Source: an optimization exercise on an open RTL-to-GDS flow (aim: a short achievable clock period and few clock cycles per item). Production flows keep margins and buffers that such runs may drop.
The RTL was checked by simulation tests, not by an equivalence proof against the original design.
No activity file was given, so power comes from the tool's default toggle rates.

==> design/flow/design.v <==
package t2t_pkg;
  localparam int DATA_W  = 32;
  localparam int SYM_W   = 4;
  localparam int NUM_SYM = 16;
  localparam int PRICE_W = 16;
  localparam int VOL_W   = 16;
  localparam int OID_W   = 16;
  localparam int MSG_TYPE_HI = 31;
  localparam int MSG_TYPE_LO = 30;
  localparam int SYM_HI = 29;
  localparam int SYM_LO = 26;
  localparam logic [1:0] MSG_NEW    = 2'd0;
  localparam logic [1:0] MSG_TRADE  = 2'd1;
  localparam logic [1:0] MSG_CANCEL = 2'd2;
  localparam logic [1:0] MSG_OTHER  = 2'd3;
  localparam logic [1:0] ST_WAIT  = 2'd0;
  localparam logic [1:0] ST_LD    = 2'd1;
  localparam logic [1:0] ST_CMP   = 2'd2;
  localparam logic [1:0] ST_ISSUE = 2'd3;
  localparam logic [1:0] FLD_ENABLE      = 2'd0;
  localparam logic [1:0] FLD_PRICE_LIMIT = 2'd1;
  localparam logic [1:0] FLD_MIN_VOLUME  = 2'd2;
  localparam logic [1:0] FLD_ORDER_QTY   = 2'd3;
endpackage
import t2t_pkg::*;
module strategy_regs
(
  input  logic               clk,
  input  logic               reset_n,
  input  logic               cfg_wr,
  input  logic [SYM_W-1:0]   cfg_sym,
  input  logic [1:0]         cfg_field,
  input  logic [DATA_W-1:0]  cfg_wdata,
  input  logic               rd_en,
  input  logic [SYM_W-1:0]   rd_sym,
  output logic               sym_enable,
  output logic [PRICE_W-1:0] price_limit,
  output logic [VOL_W-1:0]   min_volume,
  output logic [VOL_W-1:0]   order_qty_cfg
);
  logic [NUM_SYM-1:0] enable_q;
  logic [PRICE_W-1:0] price_limit_q [NUM_SYM];
  logic [VOL_W-1:0]   min_volume_q  [NUM_SYM];
  logic [VOL_W-1:0]   order_qty_q   [NUM_SYM];
  always_ff @(posedge clk) begin
    if (!reset_n) begin
      enable_q <= '0;
      for (int i = 0; i < NUM_SYM; i++) begin
        price_limit_q[i] <= '0;
        min_volume_q[i]  <= '0;
        order_qty_q[i]   <= '0;
      end
    end else if (cfg_wr) begin
      case (cfg_field)
        FLD_ENABLE:      enable_q[cfg_sym]      <= cfg_wdata[0];
        FLD_PRICE_LIMIT: price_limit_q[cfg_sym] <= cfg_wdata[PRICE_W-1:0];
        FLD_MIN_VOLUME:  min_volume_q[cfg_sym]  <= cfg_wdata[VOL_W-1:0];
        FLD_ORDER_QTY:   order_qty_q[cfg_sym]   <= cfg_wdata[VOL_W-1:0];
        default: ;
      endcase
    end
  end
  always_ff @(posedge clk) begin
    if (!reset_n) begin
      sym_enable    <= 1'b0;
      price_limit   <= '0;
      min_volume    <= '0;
      order_qty_cfg <= '0;
    end else if (rd_en) begin
      sym_enable    <= enable_q[rd_sym];
      price_limit   <= price_limit_q[rd_sym];
      min_volume    <= min_volume_q[rd_sym];
      order_qty_cfg <= order_qty_q[rd_sym];
    end
  end
endmodule
import t2t_pkg::*;
module threshold_cmp
#(
  parameter int W = PRICE_W
) (
  input  logic         clk,
  input  logic         reset_n,
  input  logic         load_a,
  input  logic         load_b,
  input  logic [W-1:0] a_in,
  input  logic [W-1:0] b_in,
  output logic         a_le_b
);
  logic [W-1:0] a_q;
  logic [W-1:0] b_q;
  always_ff @(posedge clk) begin
    if (!reset_n) begin
      a_q <= '0;
      b_q <= '0;
    end else begin
      if (load_a) a_q <= a_in;
      if (load_b) b_q <= b_in;
    end
  end
  assign a_le_b = (a_q <= b_q);
endmodule
import t2t_pkg::*;
module strategy_fsm
(
  input  logic              clk,
  input  logic              reset_n,
  input  logic              dec_valid,
  input  logic              dec_sop,
  input  logic [DATA_W-1:0] dec_data,
  output logic              dec_ready,
  output logic              rd_en,
  output logic [SYM_W-1:0]  rd_sym,
  input  logic              sym_enable,
  input  logic              price_ok,
  input  logic              volume_ok,
  output logic              pcmp_load_a,
  output logic              pcmp_load_b,
  output logic              vcmp_load_a,
  output logic              vcmp_load_b,
  output logic              stamp_req,
  output logic              stamp_go,
  input  logic              stamp_done
);
  logic [1:0] state;
  logic [1:0] state_nxt;
  logic [1:0] msg_type;
  logic       new_msg;
  logic       beat2_acc;
  assign msg_type = dec_data[MSG_TYPE_HI:MSG_TYPE_LO];
  assign rd_sym   = dec_data[SYM_HI:SYM_LO];
  assign new_msg  = dec_valid & dec_sop & (msg_type == MSG_NEW);
  assign dec_ready = (state == ST_WAIT) |
                     ((state == ST_LD) & sym_enable & ~dec_sop);
  assign beat2_acc = (state == ST_LD) & sym_enable & dec_valid & ~dec_sop;
  assign rd_en       = (state == ST_WAIT) & new_msg;
  assign pcmp_load_a = rd_en;
  assign stamp_req   = rd_en;
  assign pcmp_load_b = (state == ST_LD);
  assign vcmp_load_a = beat2_acc;
  assign vcmp_load_b = beat2_acc;
  assign stamp_go = (state == ST_CMP) & price_ok & volume_ok;
  always_comb begin
    state_nxt = state;
    case (state)
      ST_WAIT: begin
        if (new_msg) state_nxt = ST_LD;
      end
      ST_LD: begin
        if (!sym_enable || (dec_valid && dec_sop)) state_nxt = ST_WAIT;
        else if (beat2_acc)                        state_nxt = ST_CMP;
      end
      ST_CMP: begin
        state_nxt = (price_ok && volume_ok) ? ST_ISSUE : ST_WAIT;
      end
      ST_ISSUE: begin
        if (stamp_done) state_nxt = ST_WAIT;
      end
      default: state_nxt = ST_WAIT;
    endcase
  end
  always_ff @(posedge clk) begin
    if (!reset_n) begin
      state <= ST_WAIT;
    end else begin
      state <= state_nxt;
    end
  end
endmodule
import t2t_pkg::*;
module order_stamp
(
  input  logic               clk,
  input  logic               reset_n,
  input  logic               stamp_req,
  input  logic               stamp_go,
  input  logic [SYM_W-1:0]   sym_in,
  input  logic [PRICE_W-1:0] price_in,
  input  logic [VOL_W-1:0]   volume_in,
  input  logic [VOL_W-1:0]   order_qty_cfg,
  input  logic               order_ready,
  output logic               order_valid,
  output logic [OID_W-1:0]   order_id,
  output logic [SYM_W-1:0]   order_sym,
  output logic [PRICE_W-1:0] order_price,
  output logic [VOL_W-1:0]   order_qty,
  output logic               stamp_done
);
  logic [VOL_W-1:0] vol_q;
  logic [VOL_W-1:0] qty_nxt;
  logic [OID_W-1:0] id_q;
  assign qty_nxt = (vol_q < order_qty_cfg) ? vol_q : order_qty_cfg;
  assign stamp_done = order_valid & order_ready;
  assign order_id   = id_q;
  always_ff @(posedge clk) begin
    if (!order_valid) vol_q <= volume_in;
    if (stamp_req) begin
      order_sym   <= sym_in;
      order_price <= price_in;
    end
    if (stamp_go) order_qty <= qty_nxt;
  end
  always_ff @(posedge clk) begin
    if (!reset_n) begin
      order_valid <= 1'b0;
      id_q        <= '0;
    end else begin
      if (stamp_go)        order_valid <= 1'b1;
      else if (stamp_done) order_valid <= 1'b0;
      if (stamp_done) id_q <= id_q + 1'b1;
    end
  end
endmodule
import t2t_pkg::*;
module strategy_engine
(
  input  logic               clk,
  input  logic               reset_n,
  input  logic               cfg_wr,
  input  logic [SYM_W-1:0]   cfg_sym,
  input  logic [1:0]         cfg_field,
  input  logic [DATA_W-1:0]  cfg_wdata,
  input  logic               dec_valid,
  input  logic               dec_sop,
  input  logic [DATA_W-1:0]  dec_data,
  output logic               dec_ready,
  input  logic               order_ready,
  output logic               order_valid,
  output logic [OID_W-1:0]   order_id,
  output logic [SYM_W-1:0]   order_sym,
  output logic [PRICE_W-1:0] order_price,
  output logic [VOL_W-1:0]   order_qty
);
  logic               rd_en;
  logic [SYM_W-1:0]   rd_sym;
  logic               sym_enable;
  logic [PRICE_W-1:0] price_limit;
  logic [VOL_W-1:0]   min_volume;
  logic [VOL_W-1:0]   order_qty_cfg;
  logic               pcmp_load_a;
  logic               pcmp_load_b;
  logic               vcmp_load_a;
  logic               vcmp_load_b;
  logic               price_ok;
  logic               volume_ok;
  logic               stamp_req;
  logic               stamp_go;
  logic               stamp_done;
  strategy_regs u_regs (
    .clk           (clk),
    .reset_n       (reset_n),
    .cfg_wr        (cfg_wr),
    .cfg_sym       (cfg_sym),
    .cfg_field     (cfg_field),
    .cfg_wdata     (cfg_wdata),
    .rd_en         (rd_en),
    .rd_sym        (rd_sym),
    .sym_enable    (sym_enable),
    .price_limit   (price_limit),
    .min_volume    (min_volume),
    .order_qty_cfg (order_qty_cfg)
  );
  strategy_fsm u_fsm (
    .clk         (clk),
    .reset_n     (reset_n),
    .dec_valid   (dec_valid),
    .dec_sop     (dec_sop),
    .dec_data    (dec_data),
    .dec_ready   (dec_ready),
    .rd_en       (rd_en),
    .rd_sym      (rd_sym),
    .sym_enable  (sym_enable),
    .price_ok    (price_ok),
    .volume_ok   (volume_ok),
    .pcmp_load_a (pcmp_load_a),
    .pcmp_load_b (pcmp_load_b),
    .vcmp_load_a (vcmp_load_a),
    .vcmp_load_b (vcmp_load_b),
    .stamp_req   (stamp_req),
    .stamp_go    (stamp_go),
    .stamp_done  (stamp_done)
  );
  threshold_cmp #(.W(PRICE_W)) u_price_cmp (
    .clk     (clk),
    .reset_n (reset_n),
    .load_a  (pcmp_load_a),
    .load_b  (pcmp_load_b),
    .a_in    (dec_data[PRICE_W-1:0]),
    .b_in    (price_limit),
    .a_le_b  (price_ok)
  );
  threshold_cmp #(.W(VOL_W)) u_volume_cmp (
    .clk     (clk),
    .reset_n (reset_n),
    .load_a  (vcmp_load_a),
    .load_b  (vcmp_load_b),
    .a_in    (min_volume),
    .b_in    (dec_data[VOL_W-1:0]),
    .a_le_b  (volume_ok)
  );
  order_stamp u_stamp (
    .clk           (clk),
    .reset_n       (reset_n),
    .stamp_req     (stamp_req),
    .stamp_go      (stamp_go),
    .sym_in        (dec_data[SYM_HI:SYM_LO]),
    .price_in      (dec_data[PRICE_W-1:0]),
    .volume_in     (dec_data[VOL_W-1:0]),
    .order_qty_cfg (order_qty_cfg),
    .order_ready   (order_ready),
    .order_valid   (order_valid),
    .order_id      (order_id),
    .order_sym     (order_sym),
    .order_price   (order_price),
    .order_qty     (order_qty),
    .stamp_done    (stamp_done)
  );
endmodule
==> design/flow/run.sh <==
#!/bin/bash
# synth_recipe.tcl (not shown) runs the flow's synth.tcl, then flattens the netlist and writes it again
# the make line also repeats each setting of config.mk as NAME=value (left out here)
make -C /OpenROAD-flow-scripts/flow DESIGN_CONFIG=/design/flow/config.mk WORK_HOME=/design/flow/orfs CLKGATE_MAP_FILE= SYNTH_SCRIPT=/design/flow/synth_recipe.tcl finish
==> design/flow/config.mk <==
export PLATFORM = sky130hd
export DESIGN_NAME = strategy_engine
export DESIGN_NICKNAME = strategy_engine
export VERILOG_FILES = /design/flow/design.v
export SDC_FILE = /design/flow/constraint.sdc
export NUM_CORES = 4
export LEC_CHECK = 0
export CAP_MARGIN = 20
export CORE_MARGIN = 2
export CORE_UTILIZATION = 40
export SLEW_MARGIN = 20
==> design/flow/constraint.sdc <==
create_clock -name core_clock -period 3.6 [get_ports {clk}]
set_input_delay 0.7200 -clock core_clock [delete_from_list [all_inputs] [get_ports {clk}]]
set_output_delay 0.7200 -clock core_clock [all_outputs]
set_load 0.01 [all_outputs]
==> qor.json <==
{
  "job": {
    "timing.max_cap.violations": 0
  },
  "setup_path": {
    "worstPathMaxFanout": 3,
    "timing.critical_path.slowest_cell_delay_ns": 0.61,
    "timing.critical_path.slowest_stage_cell": "sky130_fd_sc_hd__clkdlybuf4s50_1",
    "critical_path.n_buffers_inverters": 2,
    "worst_setup_ep_type": "output pin",
    "setup.worst_path.start_class": "primary input",
    "timing.critical_path.cells": "clkdlybuf4s50_1 > nor2b_1 > nor2b_1 > nor2_1 > clkdlybuf4s50_1",
    "critPathRequiredTime_ns": 2.88,
    "crit_family": "buffers and inverters",
    "criticalPathCategory": "in2out",
    "timing.critical_path.arrival_ns": 2.33
  },
  "timing": {
    "timing_max_transition_violations_final": 0,
    "max-slew-margin-rel": 0.2441,
    "hold_viol_final": 0,
    "max_freq_ghz": 0.3277,
    "clock_skew_ns": 0.02101,
    "setup_total_negative_slack_ns": 0,
    "rsz0062_at_grt": "no",
    "timing_worst_slew_pin_value_ns": 1.134,
    "post-route-period-util": 0.8477,
    "finalCriticalPeriod_ns": 3.052,
    "setup_viol": 0
  },
  "clock_tree": {
    "cts_hold_buf": 0,
    "post-cts-setup-buffer-count": 0,
    "cts_made_buffers": 102,
    "worstSkewPairLatency_ns": 0.68,
    "cts_repair_resize_count": 0,
    "ctsRootBufferMaster": "sky130_fd_sc_hd__clkbuf_16",
    "clock_tree_from_tritoncts": "yes",
    "max-clock-path-buffers": 3,
    "cts.sink_count": 968,
    "cts.clk_slew.worst_paths_ns": 0.06,
    "htree_levels": 3
  },
  "place": {
    "io_buffer_count": 103,
    "place_congestion": 0.8531,
    "dp_hpwl_mm": 71.01
  },
  "routing": {
    "postRouteAntennaNets": 0,
    "drt_first_pass_iters": 6,
    "via_per_inst": 5.470,
    "detail_route.drc_violations": 0,
    "initialDrtViolationCount": 2567,
    "final_wl_mm": 112.9,
    "via_count": 25170,
    "detail_route.wl_per_cell_um": 24.53
  },
  "power": {
    "totalPowerFinal_mw": 24.86,
    "vdd_drop_max_v": 0.0003986,
    "power_density_nw_per_um2": 499.8,
    "power.leakage_nw": 17.08
  },
  "logic_synthesis": {
    "netlist.area_leader.share": 0.5668,
    "ys_dominant_reg_cell": "sky130_fd_sc_hd__edfxtp_1",
    "synth.net_count": 3143,
    "synth-edff-count": 820,
    "netlist.top_cell.by_area": "sky130_fd_sc_hd__edfxtp_1",
    "avgSynthCellArea_um2": 14.41,
    "asyncSetResetFlopFracSynth": 0,
    "synth.top_cells.by_area": "sky130_fd_sc_hd__edfxtp_1 (57%), sky130_fd_sc_hd__mux4_2 (13%), sky130_fd_sc_hd__and2_1 (11%)",
    "synth_area_um2": 43440,
    "synthesis.instances": 3014,
    "ys_seq_area_frac": 0.6350,
    "synth.ff_latch_count": 968,
    "ys_warn_count": 4,
    "number_of_library_cell_types_mapped_by_synthesis": 59
  },
  "die": {
    "full_die_area_um2": 111300,
    "die_width_um": 333.6,
    "placementRows": 120,
    "ios": 130,
    "core_area_um2": 107400,
    "initial_utilization": 0.4047,
    "die_height_um": 333.6
  },
  "grt": {
    "grt_pass1_vias": 25450,
    "grt.met2_usage": 0.3217,
    "grtUsageMet3": 0.03018,
    "grt_usage": 0.2026,
    "global_route.peak_usage_layer": "met2",
    "wire_length_of_the_first_global_routing_pass_mm": 166.6,
    "maximum_number_of_pins_on_one_net_before_global_route_repair": 110,
    "antenna_found_initial": 5,
    "met1_usage": 0.2838,
    "gr-total-overflow": 0
  },
  "final_layout": {
    "layout.cells.most_common": "sky130_fd_sc_hd__edfxtp_1",
    "layout.filler_cells": 9202,
    "drive_above_1_share": 0.1824,
    "num-nets-final": 3242,
    "mostFrequentLayoutCells": "sky130_fd_sc_hd__edfxtp_1 (820), sky130_fd_sc_hd__and2_1 (774), sky130_fd_sc_hd__mux4_2 (245), sky130_fd_sc_hd__nand2_1 (171), sky130_fd_sc_hd__dfxtp_1 (148)",
    "area_growth_syn_to_layout_pct": 14.52
  },
  "min_path": {
    "hold_class": "in2reg"
  },
  "status": {
    "outcome": "timing/DRC/antenna clean"
  }
}
==> cell usage after synthesis (9+ instances only) <==
master	instances
sky130_fd_sc_hd__a21oi_1	95
sky130_fd_sc_hd__and2_1	774
sky130_fd_sc_hd__buf_1	15
sky130_fd_sc_hd__buf_2	21
sky130_fd_sc_hd__clkbuf_1	207
sky130_fd_sc_hd__dfxtp_1	148
sky130_fd_sc_hd__edfxtp_1	820
sky130_fd_sc_hd__ha_1	53
sky130_fd_sc_hd__inv_1	99
sky130_fd_sc_hd__mux2_4	10
sky130_fd_sc_hd__mux4_2	245
sky130_fd_sc_hd__nand2_1	171
sky130_fd_sc_hd__nand3_1	32
sky130_fd_sc_hd__nand4_1	15
sky130_fd_sc_hd__nor2_1	77
sky130_fd_sc_hd__nor2b_1	11
sky130_fd_sc_hd__nor3_1	9
sky130_fd_sc_hd__o21ai_0	56
sky130_fd_sc_hd__o2bb2ai_1	34
sky130_fd_sc_hd__o31ai_1	23
sky130_fd_sc_hd__xnor2_1	11
==> cell families after synthesis <==
| logic type | count (synthesis) | share of synthesized area |
|---|---|---|
| xor gates and xnor gates | 14 | 0.002823 |
| DFF | 968 | 0.6350 |
| and+or+nand+nor | 1119 | 0.1463 |
| buffers and inverters | 349 | 0.03183 |
| AOI/OAI and AO/OA | 248 | 0.03626 |
| adders and majority gates | 53 | 0.01527 |
| muxes | 263 | 0.1325 |
==> report_power, final <==
part | total [mW] | switching [mW] | leakage [nW] | internal (mW)
sequential | 12.8 | 0.145 | 8.99 | 12.6
combinational | 1.82 | 1.09 | 6.51 | 0.732
clock | 10.3 | 4.37 | 1.59 | 5.90
==> area by class of cell <==
class | instances | area [um^2] | share of cell area
tap | 1403 | 1755 | 0.03529
multi-input combinational | 1697 | 14490 | 0.2912
clock inverter | 52 | 489.2 | 0.009834
clock buffer | 136 | 2763 | 0.05553
inverter | 99 | 372.9 | 0.007495
antenna | 1 | 2.502 | 0.00005030
sequential | 968 | 27590 | 0.5545
timing repair buffer | 245 | 2291 | 0.04605
==> per-stage QoR <==
stage	hold slack (ns)	area, um^2	util	setup slack, ns	std cells
2_1_floorplan	0.4289	43440	-	0.2614	3014
3_3_place_gp	0.4389	46440	0.4326	0.2102	4408
3_5_place_dp	0.4450	46450	0.4327	0.1672	4409
4_1_cts	0.3274	49700	0.4630	0.4413	4597
5_1_grt	0.3428	49750	0.4634	0.4680	4600
6_report	0.3590	49750	0.4634	0.5481	4601
==> state kept, by name, summed over array words and instances, names as in the netlist, 2 cells and up <==
signal,flops
u_stamp.vol_q,16
u_price_cmp.b_q,16
u_stamp.order_price,16
u_volume_cmp.a_q,16
u_regs.enable_q,16
u_regs.min_volume,16
u_stamp.order_qty,16
u_regs.order_qty_cfg,16
u_regs.price_limit_q,256
u_volume_cmp.b_q,16
u_regs.order_qty_q,256
u_stamp.order_sym,4
u_price_cmp.a_q,16
u_fsm.state,2
u_stamp.id_q,16
u_regs.min_volume_q,256
u_regs.price_limit,16
==> path summary, 6_finish.rpt <==
| path | from | end | slack, ns | depth (start not counted) |
|---|---|---|---|---|
| max | dec_sop | dec_ready | 0.55 | 5 |
| min | dec_data[26] | u_stamp.order_sym[0]$_DFFE_PP_ | 0.36 | 1 |
| max reg2reg | u_stamp.vol_q[9]$_DFFE_PN_ | u_stamp.order_qty[4]$_DFFE_PP_ | 0.77 | 7 |
| min reg2reg | u_regs.price_limit[4]$_SDFFE_PN0P_ | u_price_cmp.b_q[4]$_SDFFE_PN0P_ | 0.45 | 2 |
==> metal layers <==
metal  share of wire  vias to the layer above
met2            0.47                      889
met1            0.43                    12940
met3           0.063                      189
met5               0                        -
li1                -                    11150
met4           0.035                        0
Testbench counts, summed over its fixed seeds: cycles 10,207, messages 3,200.

==> re-timing with driven ports <==
In the flow no input, the clock included, has a driving cell. The finished layout below was timed again as built, in two steps.
Step 1 (the two cells are an assumption about what drives the block):
set clk [get_ports {clk}]
set_driving_cell -lib_cell sky130_fd_sc_hd__clkbuf_16 $clk
set_driving_cell -lib_cell sky130_fd_sc_hd__buf_2 [delete_from_list [all_inputs] $clk]
Step 2, shift: input delay + t, output delay - t, t = (earliest + latest rising clock arrival at the registers) / 2. This alone moves slack from input paths to output paths.
Three values: ideal, step 1, step 2; two values: the first two.
t (ns): 0.742
setup WS [ns]: 0.548 / 0.479 / 0.121
clock arrival spread, ns: 0.028 / 0.028
pins driven straight from the clock port: 1
After both steps this run still meets setup and hold. For this run, drivers alone change the setup slack by -0.069 ns; drivers and shift together by -0.427 ns.
